What follows belongs to an exercise in optimizing a design on an open flow for small area; a production flow would make more cautious choices.
In this exercise RTL edits were held to simulation tests only and were not proved equivalent to the original.
Power figures rest on the tool's default switching activity, not on a simulated workload. The clock port is modelled as an ideal driver; clocking choices that lean on that would not hold on a real chip.

==> inputs of branch cedar <==
==> flow/design.v <==
`default_nettype none
package switch_pkg;
   typedef logic [3:0] nibble_t;
endpackage
`default_nettype wire
`timescale 1ns/1ps
`default_nettype none
module ingress_buffer
#(
   parameter int PORT_ID = 0
)
(
   input  logic       clk,
   input  logic       rst_n_i,
   input  logic       rx_dv_i,
   input  logic [3:0] rx_nibble_i,
   input  logic       gnt_i,       
   output logic       req_o,       
   output logic       own_o,       
   output logic       send_o,      
   output logic [2:0] dst_o,       
   output logic [3:0] nib_o        
);
   localparam int R = 116;
   localparam int TAP0 = 1;
   localparam int TAP1 = 25;
   localparam int TAP2 = 49;
   localparam int TAP3 = 73;
   localparam int TAP4 = 97;
   logic [2:0] st_q;
   logic [6:0] c_q;
   logic [6:0] b_q;      
   logic       ok_q;     
   logic [2:0] dst_q;
   logic [2:0] tap_q;
   logic [4*R-1:0] ring_q;
   wire s_idle = st_q == 3'b000;
   wire s_recv = st_q[0] & ~st_q[2];
   wire s_wait = st_q[1];
   wire s_gnt  = st_q[2] & ~st_q[0];
   wire s_send = st_q[2] & st_q[0];
   wire [6:0] c_inc = c_q + 7'd1;
   wire wr = rx_dv_i & ~(s_recv & b_q[6]);
   always_ff @(posedge clk)
      ring_q <= {ring_q[4*R-5:0], wr ? rx_nibble_i : ring_q[4*R-1 -: 4]};
   wire [3:0] ch = c_q[6:3];
   wire at_tap = (c_q[2:0] == 3'd0) &
                 ((ch == 4'd0) | (ch == 4'd3) | (ch == 4'd6) | (ch == 4'd9) | (ch == 4'd12));
   wire [2:0] tap_sel = {c_q[6], c_q[5], c_q[3]};
   wire       hdr     = (b_q[6:3] == 4'd0) & ~(b_q[2] & b_q[1]);    
   wire       dst_nib = (b_q[2:0] == 3'd5) & c_q[0];                
   wire       dst_bad = rx_nibble_i[3] | (rx_nibble_i[2:0] == 3'd0) | (rx_nibble_i[2:0] == 3'd7) |
                        (rx_nibble_i[2:0] == 3'(PORT_ID + 1));
   wire       bad     = hdr & (dst_nib ? dst_bad : (rx_nibble_i != 4'd0));
   wire       accept  = ok_q & (b_q[6:3] != 4'd0);
   wire       last    = c_inc == {b_q[5:0], 1'b0};
   always_ff @(posedge clk)
   begin
      if ((s_idle & rx_dv_i) | (s_gnt & at_tap) | (~s_send & (c_q[6:4] == 3'b111) & c_q[1] & c_q[0]))
         c_q <= '0;
      else
         c_q <= c_inc;
      if (s_idle)
         b_q <= '0;
      else if (s_recv & rx_dv_i & ~c_q[0])
         b_q <= b_q + 7'd1;
      if (s_idle)
         ok_q <= rx_nibble_i == 4'd2;
      else if (s_recv & rx_dv_i & (bad | (b_q[6] & ~c_q[0])))    
         ok_q <= 1'b0;
      if (s_recv & rx_dv_i & hdr & dst_nib)
         dst_q <= rx_nibble_i[2:0];
      if (s_gnt)
         tap_q <= tap_sel;
   end
   always_ff @(posedge clk)
   begin
      if (!rst_n_i)
         st_q <= 3'b000;
      else if (s_idle)
      begin
         if (rx_dv_i)
            st_q <= 3'b001;
      end
      else if (s_recv)
      begin
         if (!rx_dv_i)
            st_q <= accept ? 3'b010 : 3'b000;
      end
      else if (s_wait)
      begin
         if (gnt_i)
            st_q <= 3'b100;
      end
      else if (s_gnt)
      begin
         if (at_tap)
            st_q <= 3'b101;
      end
      else if (last)
         st_q <= 3'b000;
   end
   logic [3:0] tap_nib;
   always_comb
   begin
      case (tap_q[2:1])
         2'b00:   tap_nib = tap_q[0] ? ring_q[4*TAP1 +: 4] : ring_q[4*TAP0 +: 4];
         2'b01:   tap_nib = ring_q[4*TAP2 +: 4];
         2'b10:   tap_nib = ring_q[4*TAP3 +: 4];
         default: tap_nib = ring_q[4*TAP4 +: 4];
      endcase
   end
   logic [3:0] nib;
   always_comb
   begin
      if (c_q[6:4] != 3'd0 || c_q[3:2] == 2'b11)
         nib = tap_nib;                  
      else if (c_q[3:0] == 4'd0)
         nib = 4'h2;
      else if (c_q[3:0] == 4'd10)
         nib = {1'b0, dst_q};
      else
         nib = 4'h0;
   end
   assign req_o  = s_wait;
   assign own_o  = st_q[2];
   assign send_o = s_send;
   assign dst_o  = dst_q;
   assign nib_o  = nib;    
endmodule
`default_nettype wire
`timescale 1ns/1ps
`default_nettype none
module switch_fabric
(
   input  logic                          clk,
   input  logic                          rst_n_i,
   input  logic [6-1:0]      req_i,
   input  logic [6-1:0]      own_i,
   input  logic [6-1:0]      send_i,
   input  logic [6-1:0][2:0] dst_i,
   input  logic [6-1:0][3:0] nib_i,
   output logic [6-1:0]      gnt_o,
   output logic [6-1:0]      tx_en_o,
   output logic [4*6-1:0]    tx_nibble_o
);
   localparam int N = 6;
   logic [2:0]   ptr_q [N];
   logic [N-1:0] to_out [N];     
   logic [N-1:0] res;
   logic [N-1:0] gnt_mat [N];    
   logic [N-1:0] ptr_at [N];     
   always_comb
      for (int o = 0; o < N; o++)
      begin
         ptr_at[o][0] = !ptr_q[o][0] & !ptr_q[o][2];
         ptr_at[o][1] =  ptr_q[o][0] & !ptr_q[o][1];
         ptr_at[o][2] =  ptr_q[o][1] & !ptr_q[o][2];
         ptr_at[o][3] =  ptr_q[o][0] &  ptr_q[o][2];
         ptr_at[o][4] =  ptr_q[o][1] & !ptr_q[o][0];
         ptr_at[o][5] =  ptr_q[o][2] & !ptr_q[o][1];
      end
   always_comb
   begin
      for (int i = 0; i < N; i++)
         for (int o = 0; o < N; o++)
            to_out[i][o] = (i != o) && dst_i[i] == 3'(o + 1);
      for (int o = 0; o < N; o++)
      begin
         res[o]                = 1'b0;
         tx_en_o[o]            = 1'b0;
         tx_nibble_o[4*o +: 4] = 4'h0;
         for (int i = 0; i < N; i++)
         begin
            res[o]                = res[o] | (own_i[i] & to_out[i][o]);
            tx_en_o[o]            = tx_en_o[o] | (send_i[i] & to_out[i][o]);
            tx_nibble_o[4*o +: 4] = tx_nibble_o[4*o +: 4] | ({4{send_i[i] & to_out[i][o]}} & nib_i[i]);
         end
      end
      for (int i = 0; i < N; i++)
         for (int o = 0; o < N; o++)
            gnt_mat[i][o] = req_i[i] && to_out[i][o] && ptr_at[o][i] && !res[o];
      for (int i = 0; i < N; i++)
         gnt_o[i] = |gnt_mat[i];
   end
   for (genvar o = 0; o < N; o++)
   begin : g_out
      always_ff @(posedge clk)
      begin
         if (!rst_n_i)
            ptr_q[o] <= '0;
         else if (!res[o])
            ptr_q[o] <= {ptr_q[o][1:0], !ptr_q[o][2]};
      end
   end
endmodule
`default_nettype wire
`timescale 1ns/1ps
`default_nettype none
module switch_top
(
   input  logic                      clk,
   input  logic                      rst_n_i,
   input  logic [6-1:0]  rx_dv_i,
   input  logic [4*6-1:0] rx_nibble_i,
   output logic [6-1:0]  tx_en_o,
   output logic [4*6-1:0] tx_nibble_o
);
   wire [6-1:0]      req;
   wire [6-1:0]      own;
   wire [6-1:0]      send;
   wire [6-1:0]      gnt;
   wire [6-1:0][2:0] dst;
   wire [6-1:0][3:0] nib;
   for (genvar g = 0; g < 6; g++)
   begin : g_port
      ingress_buffer #(.PORT_ID(g)) u_ibuf
      (
         .clk         (clk),
         .rst_n_i     (rst_n_i),
         .rx_dv_i     (rx_dv_i[g]),
         .rx_nibble_i (rx_nibble_i[4*g +: 4]),
         .gnt_i       (gnt[g]),
         .req_o       (req[g]),
         .own_o       (own[g]),
         .send_o      (send[g]),
         .dst_o       (dst[g]),
         .nib_o       (nib[g])
      );
   end
   switch_fabric u_fabric
   (
      .clk         (clk),
      .rst_n_i     (rst_n_i),
      .req_i       (req),
      .own_i       (own),
      .send_i      (send),
      .dst_i       (dst),
      .nib_i       (nib),
      .gnt_o       (gnt),
      .tx_en_o     (tx_en_o),
      .tx_nibble_o (tx_nibble_o)
   );
endmodule
`default_nettype wire
==> flow/run.sh <==
#!/bin/bash
# synth_recipe.tcl (not shown) runs the flow's synth.tcl, then flattens the netlist and writes it again
# the make line also repeats each setting of config.mk as NAME=value (left out here)
make -C /OpenROAD-flow-scripts/flow DESIGN_CONFIG=/design/flow/config.mk WORK_HOME=/design/flow/orfs CLKGATE_MAP_FILE= SYNTH_SCRIPT=/design/flow/synth_recipe.tcl finish
==> flow/config.mk <==
export PLATFORM = sky130hd
export DESIGN_NAME = switch_top
export DESIGN_NICKNAME = switch_top
export VERILOG_FILES = /design/flow/design.v
export SDC_FILE = /design/flow/constraint.sdc
export NUM_CORES = 4
export LEC_CHECK = 0
export CAP_MARGIN = 20
export CORE_MARGIN = 2
export CORE_UTILIZATION = 65
export CTS_BUF_LIST = sky130_fd_sc_hd__clkbuf_16
export CTS_CLUSTER_DIAMETER = 80
export CTS_CLUSTER_SIZE = 30
export SLEW_MARGIN = 20
==> flow/constraint.sdc <==
create_clock -name core_clock -period 7.0 [get_ports {clk}]
set_input_delay 1.4000 -clock core_clock [delete_from_list [all_inputs] [get_ports {clk}]]
set_output_delay 1.4000 -clock core_clock [all_outputs]
set_load 0.01 [all_outputs]
==> branch juniper: changes against branch cedar <==
==> flow/design.v, changed modules only <==
module ingress_buffer
#(
   parameter int PORT_ID = 0
)
(
   input  logic       clk,
   input  logic       rst_n_i,
   input  logic       rx_dv_i,
   input  logic [3:0] rx_nibble_i,
   input  logic       gnt_i,       
   output logic       req_o,       
   output logic       own_o,       
   output logic       send_o,      
   output logic [2:0] dst_o,       
   output logic [3:0] nib_o        
);
   localparam int R = 116;
   localparam int TAP0 = 1;
   localparam int TAP1 = 25;
   localparam int TAP2 = 49;
   localparam int TAP3 = 73;
   localparam int TAP4 = 97;
   logic [2:0] st_q;
   logic [6:0] c_q;
   logic [5:0] b_q;      
   logic       ok_q;     
   logic [2:0] dst_q;
   logic [2:0] tap_q;
   logic [4*R-1:0] ring_q;
   wire s_idle = st_q == 3'b000;
   wire s_recv = st_q[0] & ~st_q[2];
   wire s_wait = st_q[1];
   wire s_gnt  = st_q[2] & ~st_q[0];
   wire s_send = st_q[2] & st_q[0];
   wire [6:0] c_inc = c_q + 7'd1;
   wire b_top = b_q == 6'd63;
   wire wr = rx_dv_i & ~(s_recv & b_top & c_q[3]);
   always_ff @(posedge clk)
      ring_q <= {ring_q[4*R-5:0], wr ? rx_nibble_i : ring_q[4*R-1 -: 4]};
   wire [3:0] ch = c_q[6:3];
   wire at_tap = (c_q[2:0] == 3'd0) &
                 ((ch == 4'd0) | (ch == 4'd3) | (ch == 4'd6) | (ch == 4'd9) | (ch == 4'd12));
   wire [2:0] tap_sel = {c_q[6], c_q[5], c_q[3]};
   wire       hdr     = ((b_q[5:3] == 3'd0) & ~(b_q[2] & (b_q[1] | b_q[0]))) |
                        (b_top & ~c_q[3]);                          
   wire       dst_nib = (b_q[2:0] == 3'd4) & c_q[0];                
   wire       dst_bad = rx_nibble_i[3] | (rx_nibble_i[2:0] == 3'd0) | (rx_nibble_i[2:0] == 3'd7) |
                        (rx_nibble_i[2:0] == 3'(PORT_ID + 1));
   wire       bad     = hdr & (dst_nib ? dst_bad : (rx_nibble_i != 4'd0));
   wire       accept  = ok_q & ((b_q[5:3] != 3'd0) | (b_q[2:0] == 3'd7)) & ~(b_top & ~c_q[3]);
   wire       last    = c_q[0] & (c_q[6:1] == b_q);                  
   always_ff @(posedge clk)
   begin
      if ((s_idle & rx_dv_i) | (s_gnt & at_tap) | (~s_send & (c_q[6:4] == 3'b111) & c_q[1] & c_q[0]))
         c_q <= '0;
      else
         c_q <= c_inc;
      if (s_idle)
         b_q <= 6'd63;
      else if (s_recv & rx_dv_i & ~c_q[0])
         b_q <= b_q + 6'd1;
      if (s_idle)
         ok_q <= rx_nibble_i == 4'd2;
      else if (s_recv & rx_dv_i & (bad | (b_top & c_q[2] & ~c_q[0])))    
         ok_q <= 1'b0;
      if (s_recv & rx_dv_i & hdr & dst_nib)
         dst_q <= rx_nibble_i[2:0];
      if (s_gnt)
         tap_q <= tap_sel;
   end
   always_ff @(posedge clk)
   begin
      if (!rst_n_i)
         st_q <= 3'b000;
      else if (s_idle)
      begin
         if (rx_dv_i)
            st_q <= 3'b001;
      end
      else if (s_recv)
      begin
         if (!rx_dv_i)
            st_q <= accept ? 3'b010 : 3'b000;
      end
      else if (s_wait)
      begin
         if (gnt_i)
            st_q <= 3'b100;
      end
      else if (s_gnt)
      begin
         if (at_tap)
            st_q <= 3'b101;
      end
      else if (last)
         st_q <= 3'b000;
   end
   logic [3:0] tap_nib;
   always_comb
   begin
      case (tap_q[2:1])
         2'b00:   tap_nib = tap_q[0] ? ring_q[4*TAP1 +: 4] : ring_q[4*TAP0 +: 4];
         2'b01:   tap_nib = ring_q[4*TAP2 +: 4];
         2'b10:   tap_nib = ring_q[4*TAP3 +: 4];
         default: tap_nib = ring_q[4*TAP4 +: 4];
      endcase
   end
   logic [3:0] nib;
   always_comb
   begin
      if (c_q[6:4] != 3'd0 || c_q[3:2] == 2'b11)
         nib = tap_nib;                  
      else if (c_q[3:0] == 4'd0)
         nib = 4'h2;
      else if (c_q[3:0] == 4'd10)
         nib = {1'b0, dst_q};
      else
         nib = 4'h0;
   end
   assign req_o  = s_wait;
   assign own_o  = st_q[2];
   assign send_o = s_send;
   assign dst_o  = dst_q;
   assign nib_o  = nib;    
endmodule
==> flow/flow/run.sh (new file) <==
#!/bin/bash
# Standard layout with two changes: clock tree synthesis adds no dummy loads,
# and the port buffers are the smallest buffer cell.
set -euo pipefail
export CTS_ARGS="-sink_clustering_enable -repair_clock_nets -sink_clustering_size 33 -sink_clustering_max_diameter 80 -buf_list sky130_fd_sc_hd__clkbuf_16 -dont_use_dummy_load"
export BUFFER_PORTS_ARGS="-buffer_cell sky130_fd_sc_hd__buf_1"
bash standard.sh > standard.log 2>&1
==> flow/standard.sh (new file) <==
#!/bin/bash
# synth_recipe.tcl (not shown) runs the flow's synth.tcl, then flattens the netlist and writes it again
# the make line also repeats each setting of config.mk as NAME=value (left out here)
make -C /OpenROAD-flow-scripts/flow DESIGN_CONFIG=/design/flow/config.mk WORK_HOME=/design/flow/orfs CLKGATE_MAP_FILE= SYNTH_SCRIPT=/design/flow/synth_recipe.tcl "${@:-finish}"
- CTS_CLUSTER_SIZE: 30 -> 32
removed: flow/run.sh
==> branch xenon: changes against branch cedar <==
==> flow/flow/run.sh (new file) <==
#!/bin/bash
# Standard layout, with clock tree synthesis told not to add dummy loads.
set -euo pipefail
export CTS_ARGS="-sink_clustering_enable -repair_clock_nets -sink_clustering_size 30 -sink_clustering_max_diameter 80 -buf_list sky130_fd_sc_hd__clkbuf_16 -dont_use_dummy_load"
bash standard.sh > standard.log 2>&1
==> flow/standard.sh (new file) <==
#!/bin/bash
# synth_recipe.tcl (not shown) runs the flow's synth.tcl, then flattens the netlist and writes it again
# the make line also repeats each setting of config.mk as NAME=value (left out here)
make -C /OpenROAD-flow-scripts/flow DESIGN_CONFIG=/design/flow/config.mk WORK_HOME=/design/flow/orfs CLKGATE_MAP_FILE= SYNTH_SCRIPT=/design/flow/synth_recipe.tcl "${@:-finish}"
- CORE_UTILIZATION: 65 -> 75
- PLACE_DENSITY: default -> 0.8
removed: flow/run.sh
==> comparison <==
In branch xenon the count of clock-buffer cells in the layout is lower than in branch cedar, by 5. Via count: branch juniper < branch cedar < branch xenon. Combinational power: branch juniper is smaller than branch xenon (53%). The lowest register-to-register slack belongs to branch xenon, the highest to branch juniper. Clock power, lowest first: branch juniper, branch xenon, branch cedar.

[re-timing with driven ports]
The results above use ideal ports. As a check the final layouts listed here were re-extracted and re-timed, cells and wires unchanged. Step 1: set_driving_cell puts a clkbuf_16 on clk and a buf_2 on each other input, an assumption about the parent block. Step 2 times the ports against the registers' clock, not the clock port: input delays grow and output delays shrink by t, the midpoint of the rising clock arrivals with the driver on. Three values: ideal ports, drivers, drivers and shift; two values: the first two.
run	shift t [ns]	setup WS [ns]	worst setup path at the end
branch cedar	0.806	1.427 / 1.354 / 2.160	register to output
branch juniper	0.761	1.985 / 1.915 / 2.677	register to output
branch xenon	0.789	0.899 / 0.826 / 1.616	register to output
After both steps setup and hold are still met in every run listed.
